Context: an optimization exercise on an open-source flow, tuned for small area. The choices shown serve that exercise and are no tape-out recipe. At most, simulation tests tie the RTL to the original design; equivalence was not proved. Only the layout flow was run in runs 5 and 6; the RTL was not checked for function there. Power is estimated from default activity; no workload was simulated.

<file path="config.mk">
export PLATFORM = sky130hd
export DESIGN_NAME = execute_mc
export DESIGN_NICKNAME = execute_mc
export VERILOG_FILES = /design/flow/design.v
export SDC_FILE = /design/flow/constraint.sdc
export NUM_CORES = 4
export LEC_CHECK = 0
export CAP_MARGIN = 20
export CORE_AREA = 2 2 168 148
export CTS_BUF_LIST = sky130_fd_sc_hd__clkbuf_16
export CTS_CLUSTER_DIAMETER = 60
export CTS_CLUSTER_SIZE = 40
export DIE_AREA = 0 0 170 150
export SLEW_MARGIN = 20
</file>
<file path="flow/run.sh">
#!/bin/bash
# The standard layout (standard.sh) with two changes:
#  - synthesis maps the logic with an area-oriented ABC script (flow/abc_area.script, used
#    through ABC_AREA=1 on a copy of ORFS's scripts folder); registers are untouched;
#  - the port buffers are the smallest buffer cell, sky130_fd_sc_hd__buf_1.
set -euo pipefail
cd "$(dirname "$0")/.."
W=$PWD
rm -rf "$W/scripts_area"
cp -r "$FLOW_HOME/scripts" "$W/scripts_area"
cp "$W/flow/abc_area.script" "$W/scripts_area/abc_area.script"
export BUFFER_PORTS_ARGS="-buffer_cell sky130_fd_sc_hd__buf_1"
bash standard.sh SCRIPTS_DIR="$W/scripts_area" ABC_AREA=1 finish > standard_flow.log 2>&1
</file>
<file path="standard.sh">
#!/bin/bash
# synth_recipe.tcl (not shown) runs the flow's synth.tcl, then flattens the netlist and writes it again
# the make line also repeats each setting of config.mk as NAME=value (left out here)
make -C /OpenROAD-flow-scripts/flow DESIGN_CONFIG=/design/flow/config.mk WORK_HOME=/design/flow/orfs CLKGATE_MAP_FILE= SYNTH_SCRIPT=/design/flow/synth_recipe.tcl "${@:-finish}"
</file>
<file path="design.v">
module execute_mc #(
  parameter int N      = 64,
  parameter int MUL_EN = 1
) (
  input  logic         clk,
  input  logic         reset,
  input  logic         valid_E,
  input  logic         flush_E,
  input  logic         AluSrc,
  input  logic [3:0]   AluControl,
  input  logic         MulOp,
  input  logic [N-1:0] PC_E,
  input  logic [N-1:0] signImm_E,
  input  logic [N-1:0] readData1_E,
  input  logic [N-1:0] readData2_E,
  output logic         stall_E,
  output logic [N-1:0] PCBranch_M,
  output logic [N-1:0] aluResult_M,
  output logic [N-1:0] writeData_M,
  output logic         zero_M,
  output logic         valid_M
);
  localparam int W = 8;             
  localparam int C = N / W;         
  logic [2:0]   pc_q;               
  logic [C-1:0] ph_q;               
  logic [4:0]   rnd_q;              
  logic         cq;                 
  logic         kq;                 
  logic         amsb_q;             
  logic [1:0]   pmsb_q;             
  logic         pcq;                
  logic [1:0]   imsb_q;             
  logic         ph0, last, done, mul, pres, sub, d0, d1;
  logic [4:0]   dig;
  logic [C-1:0] bsel;
  logic [W-1:0] a_c, b_c, imm_c, pc_c, alu_b, a2_c, x1, x2, y, s, k, res;
  logic [W:0]   sum, psum;
  function automatic logic [W-1:0] pick(input logic [N-1:0] v, input logic [C-1:0] sel);
    pick = '0;
    for (int i = 0; i < C; i++) pick = pick | (v[i*W +: W] & {W{sel[i]}});
  endfunction
  function automatic logic [W:0] cla(input logic [W-1:0] p, input logic [W-1:0] q,
                                     input logic ci);
    logic [W-1:0] g, t;
    logic [W:0]   c;
    g = p & q;
    t = p ^ q;
    c[0] = ci;
    for (int i = 0; i < W; i += 4) begin
      c[i+1] = g[i]   | (t[i]   & c[i]);
      c[i+2] = g[i+1] | (t[i+1] & g[i]) | (t[i+1] & t[i] & c[i]);
      c[i+3] = g[i+2] | (t[i+2] & g[i+1]) | (t[i+2] & t[i+1] & g[i])
             | (t[i+2] & t[i+1] & t[i] & c[i]);
      c[i+4] = g[i+3] | (t[i+3] & g[i+2]) | (t[i+3] & t[i+2] & g[i+1])
             | (t[i+3] & t[i+2] & t[i+1] & g[i]) | (t[i+3] & t[i+2] & t[i+1] & t[i] & c[i]);
    end
    cla = {c[W], t ^ c[W-1:0]};
  endfunction
  assign ph_q = 8'd1 << pc_q;
  assign ph0  = ph_q[0];
  assign last = ph_q[C-1];
  assign mul  = (MUL_EN != 0) & MulOp;
  assign pres = valid_E & ~flush_E;
  assign done = last & (~mul | (rnd_q == 5'd31));
  assign stall_E = ~done;
  assign dig   = ~rnd_q;            
  assign bsel  = mul ? (8'd1 << dig[4:2]) : ph_q;
  assign a_c   = pick(readData1_E, ph_q);
  assign b_c   = pick(readData2_E, bsel);
  assign imm_c = pick(signImm_E, ph_q);
  assign pc_c  = pick(PC_E, ph_q);
  assign d0    = b_c[{dig[1:0], 1'b0}];
  assign d1    = b_c[{dig[1:0], 1'b1}];
  always_comb begin
    sub   = ~mul & (AluControl == 4'b0110);
    alu_b = AluSrc ? imm_c : b_c;
    a2_c  = {a_c[W-2:0], ph0 ? 1'b0 : amsb_q};
    x1    = a_c & {W{~mul | d0}};
    x2    = a2_c & {W{mul & d1}};
    if (mul) y = (rnd_q == 5'd0) ? '0 : {aluResult_M[W-3:0], ph0 ? 2'b00 : pmsb_q};
    else     y = alu_b ^ {W{sub}};
    s     = x1 ^ x2 ^ y;
    k     = (x1 & x2) | (x1 & y) | (x2 & y);
    sum   = cla(s, {k[W-2:0], ph0 ? 1'b0 : kq}, ph0 ? sub : cq);
    if (mul) res = sum[W-1:0];
    else begin
      case (AluControl)
        4'b0000: res = a_c & alu_b;
        4'b0001: res = a_c | alu_b;
        4'b0010: res = sum[W-1:0];
        4'b0110: res = sum[W-1:0];
        4'b0111: res = alu_b;
        4'b1100: res = ~(a_c | alu_b);
        default: res = '0;
      endcase
    end
    psum = cla(pc_c, {imm_c[W-3:0], ph0 ? 2'b00 : imsb_q}, ph0 ? 1'b0 : pcq);
  end
  always_ff @(posedge clk) begin
    if (reset) begin
      pc_q    <= '0;
      rnd_q   <= '0;
      valid_M <= 1'b0;
    end else begin
      if (pres & ~done) begin
        pc_q  <= pc_q + 3'd1;
        rnd_q <= rnd_q + {4'd0, last};
      end else begin
        pc_q  <= '0;
        rnd_q <= '0;
      end
      valid_M <= pres & done;
    end
  end
  always_ff @(posedge clk) begin
    cq          <= sum[W];
    kq          <= k[W-1];
    amsb_q      <= a_c[W-1];
    pmsb_q      <= aluResult_M[W-1:W-2];
    pcq         <= psum[W];
    imsb_q      <= imm_c[W-1:W-2];
    aluResult_M <= {res, aluResult_M[N-1:W]};
    PCBranch_M  <= {psum[W-1:0], PCBranch_M[N-1:W]};
    writeData_M <= readData2_E;
  end
  assign zero_M = (aluResult_M == '0);
endmodule
</file>
<file path="constraint.sdc">
create_clock -name core_clock -period 7.0 [get_ports {clk}]
set_input_delay 1.4000 -clock core_clock [delete_from_list [all_inputs] [get_ports {clk}]]
set_output_delay 1.4000 -clock core_clock [all_outputs]
set_load 0.01 [all_outputs]
</file>
<file path="flow/abc_area.script">
strash
&get -n
&fraig -x
&put
scorr
dc2
dretime
strash
&get -n
&dch -f
&nf
&put
topo
stime -c
</file>
==> impl_metrics.json, run 1 <==
{
  "yosys.area.top_type": "dfxtp_1",
  "synthXorXnorAreaFrac_pct": 1.22,
  "worstHoldStart": "PCBranch_M[25]",
  "drc": 0,
  "synth.area.mux_share_pct": 0.157,
  "synthArstFlopShare_pct": 0,
  "diodes": 0,
  "postRouteAntennaNets": 0,
  "synth_nets": 926,
  "period_needed_ns": 5.85,
  "start_util_pct": 30.1,
  "die_area_um2": 25500,
  "first_pass_iters": 9,
  "htreeDepth": 1,
  "final_cells": 1427,
  "syn2layout_area_growth_pct": 39.5,
  "gp_congestion": 0.954,
  "placed_cells": 1402,
  "die_y_um": 150,
  "critPathKind": "primary input to register",
  "status": "complete, no violations",
  "slew_violations": 0,
  "synth-compound-area-share_pct": 19.1,
  "clock.fmax_mhz": 171,
  "synth_fa_ha_area_share_pct": 7.52,
  "synth_top_family_by_area": "compound AO/OA/AOI/OAI gates",
  "finalCritPeriodShare_pct": 83.5,
  "grt_max_degree": 39,
  "holdWs_ns": 0.347,
  "core_area_um2": 23900,
  "cts_sinks": 209,
  "worst_slew_pin_slew_ns": 0.802,
  "hpwl_um": 26600,
  "clk_pin_slew_ns": 0.09,
  "grt.overflow.total": 0,
  "timing.rr.end": "aluResult_M[63]",
  "antenna_found_initial": 0,
  "drt-vias-per-instance": 5.32,
  "synth.top_cell.area_share_pct": 58.2,
  "numCtsBuffers": 15,
  "final_nets": 1419,
  "synthCells": 624,
  "die_w_um": 170,
  "ys_seq_area_share_pct": 58.2,
  "ctsHoldBuffers": 0,
  "synthTopCellsByArea": "dfxtp_1 (58%), a222oi_1 (8.6%), ha_1 (4.2%)",
  "track_usage_pct": 24.3,
  "cts_tree": "done",
  "max-cap-violations": 0,
  "rrSetupSlack_ns": 1.44,
  "cts_buffer_depth": 3,
  "ys_warn_count": 1,
  "crit_fanout": 8,
  "grt_pass1_vias": 7184,
  "power_per_cell_area_nw_per_um2": 308,
  "power.leakage_nw": 3.71,
  "hold-path-cell-count": 0,
  "vdd_drop_max_uv": 153,
  "setup_viol": 0,
  "slew_headroom_pct": 46.5,
  "io_pins": 461,
  "synthSimpleGateAreaFrac_pct": 12.6,
  "crit_required_ns": 7.38,
  "synth_edf_count": 0,
  "worst_r2r_path_depth": 23,
  "reg2reg_from": "pc_q[0]",
  "rsz0062_at_grt": "false",
  "port_buffers": 460,
  "vias": 7590,
  "end_kind": "register",
  "wl_per_cell_um": 22.8,
  "tns_ns": 0,
  "fin_skew_ns": 0.0406,
  "routed_wl_um": 32500,
  "clock_latency_ns": 0.51,
  "root_buffer": "clkbuf_16",
  "synth_area_per_cell_um2": 11.5,
  "worstSetupStartpointType": "primary input",
  "cts_resized": 0,
  "hp-class": "register to register",
  "synth_seq_cells": 209,
  "hold_violations": 0,
  "drive_above_1_share_pct": 3.91,
  "drt_first_iter_violations": 931,
  "grt_pass1_wl_um": 45300,
  "cts_setup_buffers": 0,
  "placementRows": 53,
  "holdPathEnd": "PCBranch_M[17]",
  "yosysUniqueCellTypes": 42,
  "synthesis.area_um2": 7190,
  "synth_flop_cell": "dfxtp_1",
  "post-route-util_pct": 42.0,
  "arrival_ns": 6.23
}
-- flip-flops by register name, indices dropped and copies added, names as in the netlist --
| signal | count |
|---|---|
| PCBranch_M | 64 |
| aluResult_M | 64 |
| amsb_q | 1 |
| cq | 1 |
| imsb_q | 2 |
| kq | 1 |
| pc_q | 3 |
| pcq | 1 |
| pmsb_q | 2 |
| rnd_q | 5 |
| valid_M | 1 |
| writeData_M | 64 |
-- cells in the final DEF (no fill, tap or decap), drive strengths merged, types with 22 or more instances in the layout --
| master | count |
|---|---|
| clkinv | 28 |
| nand3 | 24 |
| nand2 | 22 |
| o21ai | 22 |
| a22oi | 33 |
| nor2 | 39 |
| and3 | 22 |
| ha | 24 |
| buf | 476 |
| a222oi | 62 |
| dfxtp | 209 |
-- cells in the mapped netlist (all sizes together) (5+ instances only) --
cell,n
a211oi,7
a21oi,17
a221oi,5
a222oi,62
a22oi,33
and2,15
and3,22
clkinv,23
dfxtp,209
fa,12
ha,24
nand2,22
nand2b,8
nand3,24
nor2,39
nor2b,7
nor4,17
o21ai,22
o2bb2ai,5
o32ai,5
xnor2,5
xor2,5
-- per-stage QoR --
stage	power (mW)	setup WS, ns	area [µm²]
floorplan	1.78	1.47	7190
global placement	2.12	0.935	9430
detailed placement	2.12	0.753	9430
CTS	3.12	1.25	10000
global route	3.25	0.783	10000
finish	3.09	1.15	10000
-- how the worst max path moves through the flow --
stage,from,to,cells past startpoint
after CTS,MulOp,aluResult_M[63],20
final,MulOp,aluResult_M[63],20
after floorplan,MulOp,aluResult_M[61],18
after global placement,MulOp,aluResult_M[63],20
after detailed placement,MulOp,aluResult_M[63],20
after global routing,MulOp,aluResult_M[63],20
-- report_power, final --
part | internal (mW) | switching [mW] | leakage, nW | total, mW
Clock | 0.486 | 0.514 | 0.279 | 1.00
Sequential | 1.41 | 0.136 | 1.76 | 1.54
Combinational | 0.197 | 0.354 | 1.67 | 0.551
-- cells by family (layout without fill, tap and decap cells) --
group / count (synthesis) / after routing
xor gates and xnor gates: 10 / 10
and+or+nand+nor: 172 / 172
buffers and inverters: 23 / 524
DFF: 209 / 209
AOI/OAI and AO/OA: 173 / 173
adders and majority gates: 36 / 36
muxes: 1 / 1
-- worst max-delay path: stages --
cell and delay, ns:
buf_1 0.31, nand2_1 0.20, o2bb2ai_1 0.62, a222oi_1 0.23, and3_1 0.26, nand3b_1 0.08
nand3_1 0.08, a211oi_1 0.22, buf_4 0.19, and3_1 0.19, fa_1 0.45, ha_1 0.28
a31o_1 0.17, a21oi_1 0.25, o21bai_1 0.14, a21oi_1 0.28, o21ai_0 0.16, and2_0 0.22
o21a_1 0.20, o32ai_1 0.25
-- layer usage --
layer | wire length (µm) | track usage [%] | vias up
li1 | - | - | 3439
met3 | 3590 | 7.54 | 52
met1 | 13300 | 31.3 | 3605
met4 | 837 | 6.62 | 2
met2 | 14700 | 39.5 | 492
met5 | 37 | 1.19 | -
-- area by class of cell --
class | instances | area (µm²)
sequential | 209 | 4180
clock buffer | 15 | 375
clock inverter | 10 | 226
multi-input combinational | 392 | 2930
tap | 302 | 378
timing repair buffer | 476 | 1850
inverter | 23 | 86.3
fill | 2356 | 13800
==> inputs of run 2 (changes only) <==
==> flow/run.sh (replaced) <==
#!/bin/bash
# The standard layout (standard.sh) with these changes:
#  - synthesis maps the logic with an area-oriented ABC script (flow/abc_area.script, used
#    through ABC_AREA=1 on a copy of ORFS's scripts folder); registers are untouched;
#  - the port buffers are the smallest buffer cell, sky130_fd_sc_hd__buf_1;
#  - clock tree synthesis inserts no dummy loads (CTS_ARGS replaces its arguments);
#  - synthesis leaves adders to ABC (no full/half-adder cell extraction: ADDER_MAP_FILE empty).
set -euo pipefail
cd "$(dirname "$0")/.."
W=$PWD
rm -rf "$W/scripts_area"
cp -r "$FLOW_HOME/scripts" "$W/scripts_area"
cp "$W/flow/abc_area.script" "$W/scripts_area/abc_area.script"
export CTS_ARGS="-sink_clustering_enable -repair_clock_nets -sink_clustering_size 8 -sink_clustering_max_diameter 60 -buf_list sky130_fd_sc_hd__clkbuf_4 -dont_use_dummy_load"
export BUFFER_PORTS_ARGS="-buffer_cell sky130_fd_sc_hd__buf_1"
bash standard.sh SCRIPTS_DIR="$W/scripts_area" ABC_AREA=1 ADDER_MAP_FILE= finish > standard_flow.log 2>&1
--- a/config.mk
+++ b/config.mk
@@ -8,7 +8,5 @@
 export CAP_MARGIN = 20
 export CORE_AREA = 2 2 168 148
-export CTS_BUF_LIST = sky130_fd_sc_hd__clkbuf_16
-export CTS_CLUSTER_DIAMETER = 60
-export CTS_CLUSTER_SIZE = 40
 export DIE_AREA = 0 0 170 150
+export GPL_ROUTABILITY_DRIVEN = 0
 export SLEW_MARGIN = 20
==> impl_metrics.json, run 2 <==
{
  "synth_seq_cells": 209,
  "cts_buffer_depth": 3,
  "timing.rr.end": "aluResult_M[63]",
  "start_util_pct": 30.0,
  "setup_viol": 0,
  "arrival_ns": 6.12,
  "worstHoldStart": "PCBranch_M[34]",
  "numCtsBuffers": 30,
  "drt-vias-per-instance": 5.26,
  "vdd_drop_max_uv": 89.9,
  "ys_top_cells_by_count": "dfxtp_1 (209), a222oi_1 (52), nor2_1 (40), nand2_1 (37), a22oi_1 (33)",
  "clock_latency_ns": 0.67,
  "critPathKind": "primary input to register",
  "ys_warn_count": 1,
  "worst_r2r_path_depth": 17,
  "hpwl_um": 24400,
  "ys_seq_area_share_pct": 58.5,
  "grt_pass1_vias": 7203,
  "cts_sinks": 209,
  "worst_slew_pin_slew_ns": 0.764,
  "synthCells": 642,
  "worstSetupStartpointType": "primary input",
  "rrSetupSlack_ns": 1.69,
  "worst_slack_ns": 1.38,
  "root_buffer": "clkbuf_4",
  "layout_commonest_cell": "buf_1",
  "synthesis.area_um2": 7160,
  "syn2layout_area_growth_pct": 34.3,
  "io_pins": 461,
  "routed_wl_um": 29900,
  "grt_max_degree": 26,
  "clock.fmax_mhz": 178,
  "synth.most_common_cell": "dfxtp_1",
  "die_w_um": 170,
  "end_kind": "register",
  "holdPathEnd": "PCBranch_M[26]",
  "die_y_um": 150,
  "crit_fanout": 10,
  "cts_resized": 0,
  "hold-path-cell-count": 0,
  "synth.top_cell.area_share_pct": 58.5,
  "power_per_cell_area_nw_per_um2": 282,
  "vias": 7604,
  "die_area_um2": 25500,
  "placed_cells": 1416,
  "htreeDepth": 1,
  "fin_skew_ns": 0.0829,
  "drt_first_iter_violations": 726,
  "grt.overflow.total": 0,
  "drc": 0,
  "reg.largest.list": "PCBranch_M: 64 flops, aluResult_M: 64 flops, writeData_M: 64 flops",
  "nFillCells": 2441,
  "synth_edf_count": 0,
  "final_cells": 1447,
  "max-cap-violations": 0,
  "synthTopCellsByArea": "dfxtp_1 (58%), a222oi_1 (7.3%), a22oi_1 (3.5%)",
  "power.leakage_nw": 3.36,
  "slew_headroom_pct": 49.1,
  "post-route-util_pct": 40.2,
  "p_total_mw": 2.71,
  "reg2reg_from": "pc_q[2]",
  "port_buffers": 460,
  "status": "complete, no violations",
  "track_usage_pct": 22.2,
  "placementRows": 53,
  "rsz0062_at_grt": "false",
  "synthArstFlopShare_pct": 0,
  "synth_flop_cell": "dfxtp_1",
  "yosys.area.top_type": "dfxtp_1",
  "drive_above_1_share_pct": 4.20,
  "dp_slack_ns": 0.906,
  "core_area_um2": 23900,
  "ctsHoldBuffers": 0,
  "hold_violations": 0,
  "cts_setup_buffers": 0,
  "tns_ns": 0,
  "cts_tree": "done",
  "synth_area_per_cell_um2": 11.1,
  "clk_pin_slew_ns": 0.10,
  "post_dp_cell_area_um2": 9370,
  "final_cell_mix": "buf_1 (460), dfxtp_1 (209), a222oi_1 (52)",
  "holdWs_ns": 0.345,
  "postRouteAntennaNets": 0,
  "final_nets": 1412,
  "crit_required_ns": 7.50,
  "synth_nets": 908,
  "fin_area_um2": 9610,
  "grt_pass1_wl_um": 42600,
  "hp-class": "register to register",
  "yosysUniqueCellTypes": 48,
  "antenna_found_initial": 1,
  "finalCritPeriodShare_pct": 80.2,
  "period_needed_ns": 5.62,
  "slew_violations": 0,
  "wl_per_cell_um": 20.7,
  "first_pass_iters": 8
}
## run 2: worst max-delay path by stage
| stage | startpoint | endpoint | slack [ns] |
|---|---|---|---|
| detailed placement | MulOp | aluResult_M[63] | 0.91 |
| floorplan | pc_q[1] | pcq | 1.79 |
| global route | MulOp | aluResult_M[63] | 0.99 |
| global placement | MulOp | aluResult_M[63] | 1.06 |
| CTS | MulOp | aluResult_M[63] | 1.55 |
| finish | MulOp | aluResult_M[63] | 1.38 |
## run 2: kinds of logic after synthesis
logic type               share of synthesized area [%]
AND/OR/NAND/NOR                                   13.6
buffers and inverters                            0.577
multiplexers                                      1.42
AO/OA/AOI/OAI                                     20.0
adder cells (fa/ha/maj)                           1.26
XOR/XNOR                                          4.72
flip-flops                                        58.5
## run 2: worst max-delay path, cell delays in order
cell      delay [ns]
buf_1           0.36
clkinv_1        0.39
a32o_1          0.44
a222oi_1        0.39
nand3_1         0.15
a22o_1          0.28
nor2_1          0.54
nor2_1          0.19
xor2_1          0.21
xnor2_1         0.24
xnor2_1         0.13
o21a_1          0.14
o21ai_0         0.28
a21oi_1         0.16
o21a_1          0.22
o21bai_1        0.26
a21oi_1         0.12
o32ai_1         0.21
## run 2: routing by layer
| layer | share of wire (%) | wire [µm] | vias up | GRT usage, % |
|---|---|---|---|---|
| met5 | 0 | 0 | - | 0 |
| met4 | 2.2 | 654 | 0 | 6.32 |
| met2 | 49 | 14800 | 434 | 39.5 |
| met1 | 40 | 11800 | 3580 | 27.0 |
| li1 | - | - | 3545 | - |
| met3 | 8.9 | 2660 | 45 | 4.84 |
## run 2: area by class of cell
class	instances	area, µm²	share of cell area (%)
repair buffers	472	1820	18.9
well taps	302	378	3.93
diodes	1	2.50	0.0260
inverters	11	41.3	0.430
flip-flops and latches	209	4180	43.5
clock buffers	30	225	2.34
multi-input cells	422	2960	30.8
## run 2: power by group
group          switching, mW  internal (mW)  total [mW]
Sequential             0.150           1.42        1.57
Clock                  0.370          0.196       0.566
Combinational          0.363          0.211       0.574
Total                  0.882           1.82        2.71
==> inputs of run 3 (changes only) <==
--- a/config.mk
+++ b/config.mk
@@ -9,4 +9,3 @@
 export CORE_AREA = 2 2 168 148
 export DIE_AREA = 0 0 170 150
-export GPL_ROUTABILITY_DRIVEN = 0
 export SLEW_MARGIN = 20
==> impl_metrics.json, run 3 <==
{
  "slew_headroom_pct": 46.8,
  "drc": 0,
  "crit_required_ns": 7.49,
  "synth.area.mux_share_pct": 1.42,
  "synth_flop_cell": "dfxtp_1",
  "synth_edf_count": 0,
  "layout_commonest_cell": "buf_1",
  "power_per_cell_area_nw_per_um2": 281,
  "holdWs_ns": 0.345,
  "slew_violations": 0,
  "status": "complete, no violations",
  "die_w_um": 170,
  "cts_tree": "done",
  "placementRows": 53,
  "core_area_um2": 23900,
  "end_kind": "register",
  "worst_slew_pin_slew_ns": 0.798,
  "worstSetupStartpointType": "primary input",
  "rsz0062_at_grt": "false",
  "synth.most_common_cell": "dfxtp_1",
  "critPathKind": "primary input to register",
  "period_needed_ns": 5.60,
  "synthXorXnorAreaFrac_pct": 4.72,
  "postRouteAntennaNets": 0,
  "multi_input_area_um2": 2960,
  "post-route-util_pct": 40.3,
  "start_util_pct": 30.0,
  "p_clk_share_pct": 20.9,
  "final_nets": 1413,
  "grt_pass1_wl_um": 42700,
  "switching_share_pct": 32.6,
  "post_dp_cell_area_um2": 9380,
  "setup_viol": 0,
  "vdd_drop_max_uv": 96.5,
  "synth_area_per_cell_um2": 11.1,
  "synth_top_family_by_area": "compound AO/OA/AOI/OAI gates",
  "ys_top_cells_by_count": "dfxtp_1 (209), a222oi_1 (52), nor2_1 (40), nand2_1 (37), a22oi_1 (33)",
  "gp_congestion": 0.935,
  "ctsHoldBuffers": 0,
  "hold_violations": 0,
  "p_int_mw": 1.82,
  "track_usage_pct": 22.2,
  "dp_slack_ns": 0.893,
  "synth_fa_ha_area_share_pct": 1.26,
  "ys_seq_area_share_pct": 58.5,
  "power.leakage_nw": 3.36,
  "p_sw_mw": 0.882,
  "antenna_found_initial": 1,
  "fin_area_um2": 9620,
  "synth-compound-area-share_pct": 20.0,
  "port_buffers": 460,
  "worst_slack_ns": 1.40,
  "clk_pin_slew_ns": 0.09,
  "cts_sinks": 209,
  "ys_warn_count": 1,
  "cts_setup_buffers": 0,
  "placed_cells": 1417,
  "seq_area_um2": 4180,
  "die_area_um2": 25500,
  "synth.top_cell.area_share_pct": 58.5,
  "cts_buffer_depth": 3,
  "synthCells": 642,
  "yosys.area.top_type": "dfxtp_1",
  "cts_resized": 0,
  "p_total_mw": 2.70,
  "drt-vias-per-instance": 5.29,
  "clock.fmax_mhz": 179,
  "syn2layout_area_growth_pct": 34.4,
  "clock_latency_ns": 0.66,
  "synthSimpleGateAreaFrac_pct": 13.6,
  "hpwl_um": 24500,
  "combPwrFrac_pct": 21.4,
  "tns_ns": 0,
  "finalCritPeriodShare_pct": 80.0,
  "wl_per_cell_um": 20.7,
  "crit_fanout": 10,
  "synthTopCellsByArea": "dfxtp_1 (58%), a222oi_1 (7.3%), a22oi_1 (3.5%)",
  "drt_first_iter_violations": 791,
  "max-cap-violations": 0,
  "synthArstFlopShare_pct": 0,
  "nFillCells": 2431,
  "htreeDepth": 1,
  "vias": 7655,
  "first_pass_iters": 8,
  "synth_nets": 908,
  "numCtsBuffers": 30,
  "reg.largest.list": "PCBranch_M: 64 flops, aluResult_M: 64 flops, writeData_M: 64 flops",
  "seqPwrFrac_pct": 57.7,
  "final_cell_mix": "buf_1 (460), dfxtp_1 (209), a222oi_1 (52)",
  "fin_skew_ns": 0.0566,
  "drive_above_1_share_pct": 4.28,
  "yosysUniqueCellTypes": 48,
  "grt_max_degree": 26,
  "synth_seq_cells": 209,
  "grt.overflow.total": 0,
  "synthesis.area_um2": 7160,
  "hp-class": "register to register",
  "arrival_ns": 6.09,
  "grt_pass1_vias": 7145,
  "root_buffer": "clkbuf_4",
  "io_pins": 461,
  "die_y_um": 150,
  "final_cells": 1448,
  "routed_wl_um": 29900
}
==> run 3: cell counts after synthesis <==
No cell type changed its count.
==> run 3: routing by layer <==
layer  up-vias  track usage [%]  wire length [µm]
li1       3543                -                 -
met1      3614             28.1             12300
met2       458             39.0             14500
met3        40             3.97              2640
met4         0             5.81               531
met5         -                0                 0
==> run 3: worst paths after layout <==
kind                  start              end  slack (ns)  cells after the start
max                   MulOp  aluResult_M[63]        1.40                     18
min          PCBranch_M[12]    PCBranch_M[4]        0.34                      0
min reg2reg  PCBranch_M[12]    PCBranch_M[4]        0.34                      0
max reg2reg         pc_q[1]  aluResult_M[63]        1.73                     17
==> run 3: cells by family (layout without fill, tap and decap cells) <==
| kind of cell | Yosys count | count (layout) |
|---|---|---|
| compound gates | 181 | 181 |
| xor+xnor | 37 | 37 |
| fa+ha+maj | 9 | 9 |
| buf+inv | 11 | 514 |
| flops | 209 | 209 |
| mux | 9 | 9 |
| other cells | 0 | 1 |
| simple gates | 186 | 186 |
==> run 3: cell type report <==
cell class                      instances  share of cell area [%]
Sequential cell                       209                    43.5
Multi-Input combinational cell        422                    30.8
Timing Repair Buffer                  473                    19.0
Tap cell                              302                    3.93
Clock buffer                           30                    2.34
Inverter                               11                   0.429
Antenna cell                            1                  0.0260
==> run 3: worst max-delay path, stage by stage <==
cell,delay (ns)
buf_1,0.44
clkinv_1,0.43
a32o_1,0.44
a222oi_1,0.37
and4_1,0.29
o221ai_1,0.18
nor2_1,0.51
nor2_1,0.18
xor2_1,0.21
xnor2_1,0.23
xnor2_1,0.12
o21a_1,0.13
o21ai_0,0.25
a21oi_1,0.15
o21a_1,0.21
o21bai_1,0.25
and3_1,0.21
o32ai_1,0.08
==> run 3: power by group through the flow <==
stage / clock, mW / combinational [mW] / sequential, mW
finish: 0.566 / 0.578 / 1.56
global route: 0.641 / 0.632 / 1.59
CTS: 0.591 / 0.581 / 1.57
detailed placement: 0 / 0.579 / 1.60
global placement: 0 / 0.580 / 1.59
floorplan: 0 / 0.166 / 1.66
==> inputs of run 4 (changes only) <==
--- a/config.mk
+++ b/config.mk
@@ -7,5 +7,5 @@
 export LEC_CHECK = 0
 export CAP_MARGIN = 20
-export CORE_AREA = 2 2 168 148
-export DIE_AREA = 0 0 170 150
+export CORE_AREA = 2 2 158 158
+export DIE_AREA = 0 0 160 160
 export SLEW_MARGIN = 20
==> impl_metrics.json, run 4 <==
{
  "die_w_um": 160,
  "cts_resized": 0,
  "post-route-util_pct": 39.9,
  "worstSetupStartpointType": "primary input",
  "antenna_found_initial": 2,
  "post_dp_cell_area_um2": 9380,
  "cts_tree": "done",
  "vias": 7684,
  "crit_chain": "buf_1, clkinv_1, a32o_1, a222oi_1, nand3_1, a22o_1, nor2_1, nor2_1, xor2_1, xnor2_1, xnor2_1, o21a_1, o21ai_0, a21oi_1, o21a_1, o21bai_1, a21oi_1, o32ai_1",
  "setup_viol": 0,
  "die_y_um": 160,
  "synth_seq_cells": 209,
  "synthCells": 642,
  "hp-class": "register to register",
  "fin_area_um2": 9620,
  "grt.busiest_layer": "met2",
  "synthTopCellsByArea": "dfxtp_1 (58%), a222oi_1 (7.3%), a22oi_1 (3.5%)",
  "crit_required_ns": 7.48,
  "root_buffer": "clkbuf_4",
  "met1_usage_pct": 27.6,
  "met2_usage_pct": 38.3,
  "synth_flop_cell": "dfxtp_1",
  "critPathKind": "primary input to register",
  "timing.rr.end": "aluResult_M[63]",
  "synth_nets": 908,
  "drc": 0,
  "worst_slack_ns": 1.23,
  "drive_above_1_share_pct": 3.94,
  "start_util_pct": 29.7,
  "track_usage_pct": 22.1,
  "synth.most_common_cell": "dfxtp_1",
  "crit_fanout": 10,
  "tns_ns": 0,
  "power.leakage_nw": 3.34,
  "worst_slew_pin_slew_ns": 0.967,
  "die_area_um2": 25600,
  "arrival_ns": 6.25,
  "cts_buffer_depth": 3,
  "ys_top_cells_by_count": "dfxtp_1 (209), a222oi_1 (52), nor2_1 (40), nand2_1 (37), a22oi_1 (33)",
  "wl_per_cell_um": 20.3,
  "layout_commonest_cell": "buf_1",
  "routed_wl_um": 29800,
  "p_total_mw": 2.69,
  "ctsHoldBuffers": 0,
  "fin_skew_ns": 0.119,
  "hpwl_um": 24300,
  "worstHoldStart": "PCBranch_M[50]",
  "holdPathEnd": "PCBranch_M[42]",
  "hold-path-cell-count": 0,
  "htreeDepth": 1,
  "rrSetupSlack_ns": 1.38,
  "clock.fmax_mhz": 173,
  "port_buffers": 460,
  "synth_edf_count": 0,
  "slew_headroom_pct": 35.2,
  "grt_pass1_vias": 7271,
  "synthesis.area_um2": 7160,
  "vdd_drop_max_uv": 152,
  "core_area_um2": 24100,
  "synth_area_per_cell_um2": 11.1,
  "final_nets": 1409,
  "first_pass_iters": 10,
  "reg2reg_from": "pc_q[2]",
  "synth.top_cell.area_share_pct": 58.5,
  "cts_setup_buffers": 0,
  "numCtsBuffers": 30,
  "slew_violations": 0,
  "cts_sinks": 209,
  "clk_pin_slew_ns": 0.09,
  "yosysUniqueCellTypes": 48,
  "slowest_delay_ns": 0.52,
  "dp_slack_ns": 0.839,
  "ys_warn_count": 1,
  "end_kind": "register",
  "max-cap-violations": 0,
  "crit_slowest_cell": "nor2_1",
  "drt-vias-per-instance": 5.24,
  "grtUsageMet3_pct": 4.00,
  "gp_congestion": 0.975,
  "period_needed_ns": 5.77,
  "yosys.area.top_type": "dfxtp_1",
  "grt.overflow.total": 0,
  "status": "complete, no violations",
  "drt_first_iter_violations": 684,
  "io_pins": 461,
  "reg.largest.list": "PCBranch_M: 64 flops, aluResult_M: 64 flops, writeData_M: 64 flops",
  "finalCritPeriodShare_pct": 82.5,
  "syn2layout_area_growth_pct": 34.4,
  "placementRows": 57,
  "rsz0062_at_grt": "false",
  "postRouteAntennaNets": 0,
  "power_per_cell_area_nw_per_um2": 280,
  "grt_pass1_wl_um": 43600,
  "hold_violations": 0,
  "ys_seq_area_share_pct": 58.5,
  "clock_latency_ns": 0.68,
  "synthArstFlopShare_pct": 0,
  "worst_r2r_path_depth": 17,
  "grt_max_degree": 26,
  "final_cell_mix": "buf_1 (460), dfxtp_1 (209), a222oi_1 (52)"
}
## run 4: changes by cell type in the layout (fill, tap and decap cells not counted), sizes merged
cell / change
diode: +1
buf: -4
## run 4: through the flow
step,instances,hold slack [ns]
2_1_floorplan,642,0.382
3_3_place_gp,1435,0.333
3_5_place_dp,1435,0.334
4_1_cts,1465,0.282
5_1_grt,1466,0.284
6_report,1467,0.258
## run 4: kinds of logic after synthesis
kind of cell               share of synthesized area, %
DFF                                                58.5
and+or+nand+nor                                    13.6
xor gates and xnor gates                           4.72
muxes                                              1.42
AOI/OAI and AO/OA                                  20.0
adders and majority gates                          1.26
buffers and inverters                             0.577
## run 4: worst max-delay path by stage
stage,from,endpoint,slack [ns]
2_1_floorplan,pc_q[1],pcq,1.79
3_3_place_gp,MulOp,aluResult_M[63],1.09
3_5_place_dp,MulOp,aluResult_M[63],0.84
4_1_cts,MulOp,aluResult_M[63],1.46
5_1_grt,MulOp,aluResult_M[63],0.81
6_report,MulOp,aluResult_M[63],1.23
## run 4: layout make-up
type / instances / area (µm²)
inverters: 11 / 41.3
diodes: 2 / 5.00
multi-input cells: 422 / 2960
well taps: 324 / 405
flip-flops and latches: 209 / 4180
clock buffers: 30 / 225
repair buffers: 469 / 1790
fillers: 2483 / 14500
## run 4: worst max-delay path: cells and delay by family
kind | cells | cell delay [ns]
buffers and inverters | 2 | 0.77
AND/OR/NAND/NOR | 3 | 0.91
XOR/XNOR | 3 | 0.59
AO/OA/AOI/OAI | 10 | 2.58
## run 4: report_power, final
part	switching, mW	internal [mW]	leakage [nW]
Sequential	0.138	1.42	1.76
Combinational	0.370	0.210	1.45
Clock	0.363	0.195	0.138
Total	0.870	1.82	3.34
## run 4: metal layers
metal | vias up | wire length [µm]
met3 | 54 | 2530
met1 | 3611 | 12000
met5 | - | 1
met4 | 2 | 793
met2 | 481 | 14500
li1 | 3536 | -
==> inputs of run 5 (changes only) <==
==> design.v (replaced) <==
module execute_mc #(
  parameter int N      = 64,
  parameter int MUL_EN = 1
) (
  input  logic         clk,
  input  logic         reset,
  input  logic         valid_E,
  input  logic         flush_E,
  input  logic         AluSrc,
  input  logic [3:0]   AluControl,
  input  logic         MulOp,
  input  logic [N-1:0] PC_E,
  input  logic [N-1:0] signImm_E,
  input  logic [N-1:0] readData1_E,
  input  logic [N-1:0] readData2_E,
  output logic         stall_E,
  output logic [N-1:0] PCBranch_M,
  output logic [N-1:0] aluResult_M,
  output logic [N-1:0] writeData_M,
  output logic         zero_M,
  output logic         valid_M
);
  localparam int W = 4;             
  localparam int C = N / W;         
  logic [3:0]   pc_q;               
  logic [3:0]   rnd_q;              
  logic [2:0]   cq;                 
  logic [W-2:0] amsb_q;             
  logic [W-1:0] pprev_q;            
  logic         pcq;                
  logic [1:0]   imsb_q;             
  logic [C-1:0] ph, bsel;
  logic         ph0, last, done, mul, pres, sub;
  logic [3:0]   dig;
  logic [W-1:0] a_c, b_c, imm_c, pc_c, alu_b, x0, x1, x2, x3, y, res;
  logic [2*W-2:0] aw;
  logic [W+2:0] sum;
  logic [W:0]   psum;
  function automatic logic [W-1:0] pick(input logic [N-1:0] v, input logic [C-1:0] sel);
    pick = '0;
    for (int i = 0; i < C; i++) pick = pick | (v[i*W +: W] & {W{sel[i]}});
  endfunction
  assign ph   = 16'd1 << pc_q;
  assign ph0  = ph[0];
  assign last = ph[C-1];
  assign mul  = (MUL_EN != 0) & MulOp;
  assign pres = valid_E & ~flush_E;
  assign done = last & (~mul | (rnd_q == 4'd15));
  assign stall_E = ~done;
  assign dig   = ~rnd_q;            
  assign bsel  = mul ? (16'd1 << dig) : ph;
  assign a_c   = pick(readData1_E, ph);
  assign b_c   = pick(readData2_E, bsel);
  assign imm_c = pick(signImm_E, ph);
  assign pc_c  = pick(PC_E, ph);
  always_comb begin
    sub   = ~mul & (AluControl == 4'b0110);
    alu_b = AluSrc ? imm_c : b_c;
    aw    = {a_c, ph0 ? 3'b000 : amsb_q};      
    x0    = a_c       & {W{~mul | b_c[0]}};
    x1    = aw[5:2]   & {W{mul & b_c[1]}};
    x2    = aw[4:1]   & {W{mul & b_c[2]}};
    x3    = aw[3:0]   & {W{mul & b_c[3]}};
    if (mul) y = ((rnd_q == 4'd0) | ph0) ? '0 : pprev_q;
    else     y = alu_b ^ {W{sub}};
    sum   = {3'b000, x0} + {3'b000, x1} + {3'b000, x2} + {3'b000, x3} + {3'b000, y}
          + {4'b0000, ph0 ? {2'b00, sub} : cq};
    if (mul) res = sum[W-1:0];
    else begin
      case (AluControl)
        4'b0000: res = a_c & alu_b;
        4'b0001: res = a_c | alu_b;
        4'b0010: res = sum[W-1:0];
        4'b0110: res = sum[W-1:0];
        4'b0111: res = alu_b;
        4'b1100: res = ~(a_c | alu_b);
        default: res = '0;
      endcase
    end
    psum = {1'b0, pc_c} + {1'b0, imm_c[W-3:0], ph0 ? 2'b00 : imsb_q} + {4'b0000, ~ph0 & pcq};
  end
  always_ff @(posedge clk) begin
    if (reset) begin
      pc_q    <= '0;
      rnd_q   <= '0;
      valid_M <= 1'b0;
    end else begin
      if (pres & ~done) begin
        pc_q  <= pc_q + 4'd1;
        rnd_q <= rnd_q + {3'd0, last};
      end else begin
        pc_q  <= '0;
        rnd_q <= '0;
      end
      valid_M <= pres & done;
    end
  end
  always_ff @(posedge clk) begin
    cq          <= sum[W+2:W];
    amsb_q      <= a_c[W-1:1];
    pprev_q     <= aluResult_M[W-1:0];
    pcq         <= psum[W];
    imsb_q      <= imm_c[W-1:W-2];
    aluResult_M <= {res, aluResult_M[N-1:W]};
    PCBranch_M  <= {psum[W-1:0], PCBranch_M[N-1:W]};
    writeData_M <= readData2_E;
  end
  assign zero_M = (aluResult_M == '0);
endmodule
--- a/config.mk
+++ b/config.mk
@@ -7,5 +7,5 @@
 export LEC_CHECK = 0
 export CAP_MARGIN = 20
-export CORE_AREA = 2 2 158 158
-export DIE_AREA = 0 0 160 160
+export CORE_AREA = 2 2 168 148
+export DIE_AREA = 0 0 170 150
 export SLEW_MARGIN = 20
==> impl_metrics.json, run 5 <==
{
  "vias": 7690,
  "root_buffer": "clkbuf_4",
  "synth_nets": 890,
  "htreeDepth": 1,
  "grt_max_degree": 22,
  "die_area_um2": 25500,
  "hpwl_um": 25800,
  "synthSimpleGateAreaFrac_pct": 14.3,
  "grt_pass1_wl_um": 44800,
  "start_util_pct": 30.0,
  "first_pass_iters": 8,
  "synthArstFlopShare_pct": 0,
  "crit_family": "compound AO/OA/AOI/OAI gates",
  "cts_resized": 0,
  "p_total_mw": 2.73,
  "worstHoldStart": "PCBranch_M[17]",
  "crit_slowest_cell": "clkinv_1",
  "drt-vias-per-instance": 5.34,
  "synth_fa_ha_area_share_pct": 1.54,
  "synth_seq_cells": 214,
  "synthTopCellsByArea": "dfxtp_1 (60%), a222oi_1 (6.2%), a22oi_1 (5.7%)",
  "final_nets": 1402,
  "worst_slew_pin_slew_ns": 0.898,
  "die_y_um": 150,
  "final_cell_mix": "buf_1 (460), dfxtp_1 (214), a22oi_1 (54)",
  "critPathLaunch": "MulOp",
  "cts_sinks": 214,
  "max-cap-violations": 0,
  "crit_buf_inv": 2,
  "slew_violations": 0,
  "grt.overflow.total": 0,
  "port_buffers": 460,
  "crit_fanout": 19,
  "reg2reg_from": "pc_q[0]",
  "vdd_drop_max_uv": 90.4,
  "cts_tree": "done",
  "power.leakage_nw": 3.38,
  "slowest_delay_ns": 0.52,
  "finalCritPeriodShare_pct": 87.5,
  "synth_top_family_by_area": "compound AO/OA/AOI/OAI gates",
  "synthCells": 624,
  "drive_above_1_share_pct": 5.38,
  "fin_skew_ns": 0.100,
  "rsz0062_at_grt": "false",
  "wl_per_cell_um": 22.3,
  "slew_headroom_pct": 40.1,
  "arrival_ns": 6.67,
  "cts_buffer_depth": 3,
  "status": "complete, no violations",
  "synth_edf_count": 0,
  "synth_area_per_cell_um2": 11.5,
  "end_kind": "register",
  "yosys.area.top_type": "dfxtp_1",
  "reg.largest.list": "PCBranch_M: 64 flops, aluResult_M: 64 flops, writeData_M: 64 flops",
  "synth_flop_cell": "dfxtp_1",
  "drt_first_iter_violations": 731,
  "worstSetupStartpointType": "primary input",
  "setup_viol": 0,
  "drc": 0,
  "antenna_found_initial": 4,
  "layout_commonest_cell": "buf_1",
  "synthXorXnorAreaFrac_pct": 5.49,
  "nFillCells": 2397,
  "hold_violations": 0,
  "routed_wl_um": 32000,
  "power_per_cell_area_nw_per_um2": 280,
  "postRouteAntennaNets": 0,
  "clock_latency_ns": 0.70,
  "synth.most_common_cell": "dfxtp_1",
  "cts_setup_buffers": 0,
  "gp_congestion": 0.937,
  "die_w_um": 170,
  "track_usage_pct": 23.7,
  "crit_required_ns": 7.54,
  "clock.fmax_mhz": 163,
  "synth.area.mux_share_pct": 0.157,
  "critPathKind": "primary input to register",
  "ys_warn_count": 1,
  "numCtsBuffers": 31,
  "tns_ns": 0,
  "yosysUniqueCellTypes": 48,
  "ys_seq_area_share_pct": 59.9,
  "io_pins": 461,
  "period_needed_ns": 6.13,
  "syn2layout_area_growth_pct": 36.5,
  "ctsHoldBuffers": 0,
  "critPathMostFrequentCell": "maj3_1",
  "synth.top_cell.area_share_pct": 59.9,
  "ys_top_cells_by_count": "dfxtp_1 (214), a22oi_1 (54), a222oi_1 (44), nand2_1 (42), nor2_1 (33)",
  "synthesis.area_um2": 7150,
  "hp-class": "register to register",
  "synth-compound-area-share_pct": 18.1,
  "grt_pass1_vias": 7311,
  "crit_chain": "buf_1, clkinv_1, o2bb2ai_1, a222oi_1, nand4_1, o31ai_1, nor2_1, a211oi_1, xnor2_1, o21ai_0, xnor3_1, maj3_1, xor3_1, o32ai_1, maj3_1, nor2b_1",
  "clk_pin_slew_ns": 0.08,
  "core_area_um2": 23900,
  "placementRows": 53
}
run 5: cell count changes in the layout (fill, tap and decap cells not counted), sizes merged, moves of 10 or more:
cell and change:
nand4 +16, and3 -21, buf +10, o21ai -11
o2bb2ai +12, a221oi -10, a22oi +21
run 5: area by class of cell:
cell class | instances | area, µm² | share of cell area (%)
antenna | 3 | 7.51 | 0.0769
clock buffer | 31 | 233 | 2.38
inverter | 10 | 37.5 | 0.384
multi-input combinational | 400 | 2950 | 30.3
sequential | 214 | 4280 | 43.9
tap | 302 | 378 | 3.87
timing repair buffer | 479 | 1870 | 19.1
run 5: worst paths after layout:
check / end / slack (ns) / cells after the start
worst max-delay path: cq[2] / 0.87 / 16
worst min-delay path: PCBranch_M[13] / 0.30 / 0
worst max register to register: cq[2] / 1.15 / 16
worst min register to register: PCBranch_M[13] / 0.30 / 0
run 5: logic make-up after synthesis:
kind of cell / Yosys count
adders and majority gates: 11
muxes: 1
DFF: 214
and+or+nand+nor: 185
buffers and inverters: 10
AOI/OAI and AO/OA: 163
xor gates and xnor gates: 40
run 5: report_power, final:
group / switching [mW] / internal, mW / total (mW)
sequential: 0.150 / 1.45 / 1.60
combinational: 0.339 / 0.202 / 0.542
clock: 0.390 / 0.202 / 0.592
run 5: stage by stage:
stage	utilization [%]	cell area [µm²]	instances	hold WS, ns	setup slack (ns)
floorplan	-	7150	624	0.382	1.54
global placement	39.9	9520	1405	0.333	0.497
detailed placement	39.9	9520	1405	0.334	0.405
CTS	40.9	9760	1436	0.333	1.06
global route	40.9	9760	1439	0.330	0.591
finish	40.9	9760	1439	0.296	0.873
run 5: routing by layer:
layer | part of all wire (%) | track usage (%) | wire (µm) | vias up
met1 | 40 | 29.5 | 12700 | 3596
met4 | 3.5 | 9.27 | 1140 | 0
met5 | 0 | 0 | 0 | -
met3 | 9.2 | 4.21 | 2950 | 75
li1 | - | - | - | 3484
met2 | 48 | 40.8 | 15300 | 535
==> inputs of run 6 (changes only) <==
--- a/design.v
+++ b/design.v
@@ -25,5 +25,5 @@
   logic [3:0]   pc_q;               
   logic [3:0]   rnd_q;              
-  logic [2:0]   cq;                 
+  logic [3:0]   cq;                 
   logic [W-2:0] amsb_q;             
   logic [W-1:0] pprev_q;            
@@ -35,5 +35,6 @@
   logic [W-1:0] a_c, b_c, imm_c, pc_c, alu_b, x0, x1, x2, x3, y, res;
   logic [2*W-2:0] aw;
-  logic [W+2:0] sum;
+  logic [W:0]   sum;
+  logic [W-1:0] s1, c1, s2, c2, s3, c3;
   logic [W:0]   psum;
   function automatic logic [W-1:0] pick(input logic [N-1:0] v, input logic [C-1:0] sel);
@@ -64,6 +65,16 @@
     if (mul) y = ((rnd_q == 4'd0) | ph0) ? '0 : pprev_q;
     else     y = alu_b ^ {W{sub}};
-    sum   = {3'b000, x0} + {3'b000, x1} + {3'b000, x2} + {3'b000, x3} + {3'b000, y}
-          + {4'b0000, ph0 ? {2'b00, sub} : cq};
+    s1    = x0 ^ x1 ^ x2;
+    c1    = (x0 & x1) | (x0 & x2) | (x1 & x2);
+    s2    = s1 ^ x3 ^ y;
+    c2    = (s1 & x3) | (s1 & y) | (x3 & y);
+    begin
+      logic [W-1:0] u, v;
+      u   = {c1[W-2:0], ~ph0 & cq[0]};
+      v   = {c2[W-2:0], ~ph0 & cq[1]};
+      s3  = s2 ^ u ^ v;
+      c3  = (s2 & u) | (s2 & v) | (u & v);
+    end
+    sum   = {1'b0, s3} + {1'b0, c3[W-2:0], ~ph0 & cq[2]} + {4'b0000, ph0 ? sub : cq[3]};
     if (mul) res = sum[W-1:0];
     else begin
@@ -97,5 +108,5 @@
   end
   always_ff @(posedge clk) begin
-    cq          <= sum[W+2:W];
+    cq          <= {sum[W], c3[W-1], c2[W-1], c1[W-1]};
     amsb_q      <= a_c[W-1:1];
     pprev_q     <= aluResult_M[W-1:0];
==> flow/run.sh (replaced) <==
#!/bin/bash
# The standard layout (standard.sh) with these changes:
#  - synthesis maps the logic with an area-oriented ABC script (flow/abc_area.script, used
#    through ABC_AREA=1 on a copy of ORFS's scripts folder); registers are untouched;
#  - the port buffers are the smallest buffer cell, sky130_fd_sc_hd__buf_1;
#  - clock tree synthesis inserts no dummy loads (CTS_ARGS replaces its arguments).
set -euo pipefail
cd "$(dirname "$0")/.."
W=$PWD
rm -rf "$W/scripts_area"
cp -r "$FLOW_HOME/scripts" "$W/scripts_area"
cp "$W/flow/abc_area.script" "$W/scripts_area/abc_area.script"
export CTS_ARGS="-sink_clustering_enable -repair_clock_nets -sink_clustering_size 8 -sink_clustering_max_diameter 60 -buf_list sky130_fd_sc_hd__clkbuf_4 -dont_use_dummy_load"
export BUFFER_PORTS_ARGS="-buffer_cell sky130_fd_sc_hd__buf_1"
bash standard.sh SCRIPTS_DIR="$W/scripts_area" ABC_AREA=1 finish > standard_flow.log 2>&1
==> impl_metrics.json, run 6 <==
{
  "reg2reg_from": "pc_q[0]",
  "synth_flop_cell": "dfxtp_1",
  "placementRows": 53,
  "routed_wl_um": 31600,
  "track_usage_pct": 23.6,
  "power_per_cell_area_nw_per_um2": 266,
  "worstSetupStartpointType": "primary input",
  "worst_r2r_path_depth": 18,
  "slew_headroom_pct": 38.3,
  "ys_seq_area_share_pct": 59.1,
  "clk_pin_slew_ns": 0.09,
  "yosys.area.top_type": "dfxtp_1",
  "die_w_um": 170,
  "core_area_um2": 23900,
  "grt.busiest_layer": "met2",
  "post_dp_cell_area_um2": 9520,
  "endpoint": "aluResult_M[62]",
  "synthTopCellsByArea": "dfxtp_1 (59%), a222oi_1 (6.2%), a22oi_1 (4.6%)",
  "grt_pass1_vias": 7321,
  "ys_top_cells_by_count": "dfxtp_1 (215), nand2_1 (50), a222oi_1 (45), a22oi_1 (45), clkinv_1 (28)",
  "cts_resized": 0,
  "synth.most_common_cell": "dfxtp_1",
  "cts_sinks": 215,
  "port_buffers": 460,
  "yosysUniqueCellTypes": 49,
  "arrival_ns": 6.77,
  "synthArstFlopShare_pct": 0,
  "final_cells": 1437,
  "finalCritPeriodShare_pct": 88.7,
  "crit_slowest_cell": "fa_1",
  "wl_per_cell_um": 22.0,
  "drive_above_1_share_pct": 4.33,
  "ctsHoldBuffers": 0,
  "vdd_drop_max_uv": 76.9,
  "synth.top_cell.area_share_pct": 59.1,
  "p_total_mw": 2.59,
  "status": "complete, no violations",
  "grt_pass1_wl_um": 44800,
  "io_pins": 461,
  "setup_viol": 0,
  "grtUsageMet3_pct": 4.15,
  "synth_nets": 922,
  "root_buffer": "clkbuf_4",
  "met2_usage_pct": 42.0,
  "worst_slew_pin_slew_ns": 0.926,
  "end_kind": "register",
  "numCtsBuffers": 31,
  "synthesis.area_um2": 7280,
  "die_area_um2": 25500,
  "crit_family": "adder cells",
  "hp-class": "register to register",
  "clock_latency_ns": 0.70,
  "slew_violations": 0,
  "period_needed_ns": 6.21,
  "start_util_pct": 30.5,
  "hold_violations": 0,
  "crit_cells": 18,
  "postRouteAntennaNets": 0,
  "tns_ns": 0,
  "grt_max_degree": 23,
  "crit_buf_inv": 4,
  "grt.overflow.total": 0,
  "cts_setup_buffers": 0,
  "reg.largest.list": "PCBranch_M: 64 flops, aluResult_M: 64 flops, writeData_M: 64 flops",
  "placed_cells": 1403,
  "rrSetupSlack_ns": 0.95,
  "rsz0062_at_grt": "false",
  "synth_edf_count": 0,
  "first_pass_iters": 9,
  "critPathKind": "primary input to register",
  "critPathMostFrequentCell": "fa_1",
  "crit_required_ns": 7.55,
  "max-cap-violations": 0,
  "vias": 7590,
  "drt-vias-per-instance": 5.28,
  "antenna_found_initial": 3,
  "timing.rr.end": "aluResult_M[62]",
  "fin_area_um2": 9760,
  "final_nets": 1430,
  "layout_commonest_cell": "buf_1",
  "hpwl_um": 25300,
  "ys_warn_count": 1,
  "gp_congestion": 0.897,
  "met1_usage_pct": 28.9,
  "final_cell_mix": "buf_1 (460), dfxtp_1 (215), nand2_1 (50)",
  "synth_seq_cells": 215,
  "worstHoldStart": "PCBranch_M[58]",
  "die_y_um": 150,
  "clock.fmax_mhz": 161,
  "cts_tree": "done",
  "drt_first_iter_violations": 768,
  "syn2layout_area_growth_pct": 33.9,
  "crit_chain": "buf_1, clkinv_1, buf_4, o2bb2ai_1, a222oi_1, nand4_1, o21ai_0, nor2_1, fa_1, fa_1, fa_1, clkinv_1, fa_1, fa_1, xor2_1, o21ai_0, a21oi_1, a32oi_1",
  "slowest_delay_ns": 0.57,
  "critPathLaunch": "MulOp",
  "post-route-util_pct": 40.9,
  "fin_skew_ns": 0.0896,
  "synthCells": 626,
  "htreeDepth": 1,
  "power.leakage_nw": 3.63,
  "drc": 0,
  "synth_area_per_cell_um2": 11.6,
  "crit_fanout": 20,
  "cts_buffer_depth": 3,
  "nFillCells": 2412
}
## run 6: cell count changes after synthesis, moves of 10 or more
| cell | previous run | this run |
|---|---|---|
| xnor2_1 | 26 | 3 |
| clkinv_1 | 10 | 28 |
| fa_1 | 0 | 16 |
| ha_1 | 0 | 14 |
| maj3_1 | 11 | 0 |
| nand3_1 | 8 | 18 |
## run 6: final cells by class
type	instances	area, µm²	share of cell area [%]
Timing Repair Buffer	475	1840	18.9
Clock buffer	31	233	2.39
Antenna cell	3	7.51	0.0770
Multi-Input combinational cell	383	2890	29.6
Sequential cell	215	4300	44.1
Inverter	28	105	1.08
Tap cell	302	378	3.87
## run 6: worst min-delay path by stage
stage / cells after the start / endpoint / slack (ns)
after floorplan: 0 / PCBranch_M[0] / 0.38
after global placement: 0 / PCBranch_M[10] / 0.33
after detailed placement: 0 / PCBranch_M[36] / 0.33
after CTS: 0 / PCBranch_M[54] / 0.34
after global routing: 0 / PCBranch_M[54] / 0.34
final: 0 / PCBranch_M[54] / 0.33
## run 6: logic make-up (layout without fill, tap and decap cells)
kind of cell | Yosys count | count (layout) | synth area share (%)
multiplexers | 2 | 2 | 0.275
AO/OA/AOI/OAI | 154 | 154 | 17.3
buffers and inverters | 28 | 534 | 1.44
flip-flops | 215 | 215 | 59.1
AND/OR/NAND/NOR | 190 | 190 | 14.3
XOR/XNOR | 7 | 7 | 0.842
other | 0 | 3 | 0
adder cells (fa/ha/maj) | 30 | 30 | 6.80
## run 6: routing by layer
metal  vias to the layer above  share of wire (%)
li1                       3446                  -
met1                      3592                 40
met2                       467                 49
met3                        85                8.3
met4                         0                3.2
met5                         -                  0
## run 6: stage by stage
stage	hold slack (ns)	worst slack, ns
after detailed placement	0.334	0.232
after global placement	0.331	0.353
after CTS	0.342	0.933
after global routing	0.337	0.532
after floorplan	0.382	1.12
final	0.329	0.788
## run 6: power breakdown
part,switching (mW),internal [mW]
logic,0.298,0.166
registers,0.123,1.42
clock network,0.384,0.202

[re-timing with driven ports]
The flow's constraints put no driver on any port. The routed layouts listed below were extracted and timed again, unchanged, in two steps.
Step 1 (the two cells are an assumption about what drives the block):
set clk [get_ports {clk}]
set_driving_cell -lib_cell sky130_fd_sc_hd__clkbuf_16 $clk
set_driving_cell -lib_cell sky130_fd_sc_hd__buf_2 [delete_from_list [all_inputs] $clk]
Step 2 also shifts input and output timing later by t, the mid clock arrival at the registers, as if the neighbouring blocks saw the same clock.
Three values: ideal, step 1, step 2; two values: the first two.
run	t, ns	slack for setup (ns)	worst setup path after step 2	worst register clock-pin slew, ns
run 1	0.534	1.153 / 1.126 / 0.591	input to register	0.12 / 0.12
run 2	0.665	1.384 / 1.385 / 0.720	input to register	0.10 / 0.10
run 3	0.666	1.400 / 1.409 / 0.743	input to register	0.10 / 0.10
run 4	0.660	1.228 / 1.235 / 0.575	input to register	0.11 / 0.11
run 5	0.696	0.873 / 0.821 / 0.125	input to register	0.11 / 0.11
run 6	0.701	0.788 / 0.777 / 0.076	input to register	0.10 / 0.10
After both steps every run listed still meets setup and hold. The setup slack of run 5, which loses most, moves by -0.052 ns with the drivers and by -0.748 ns with both steps.
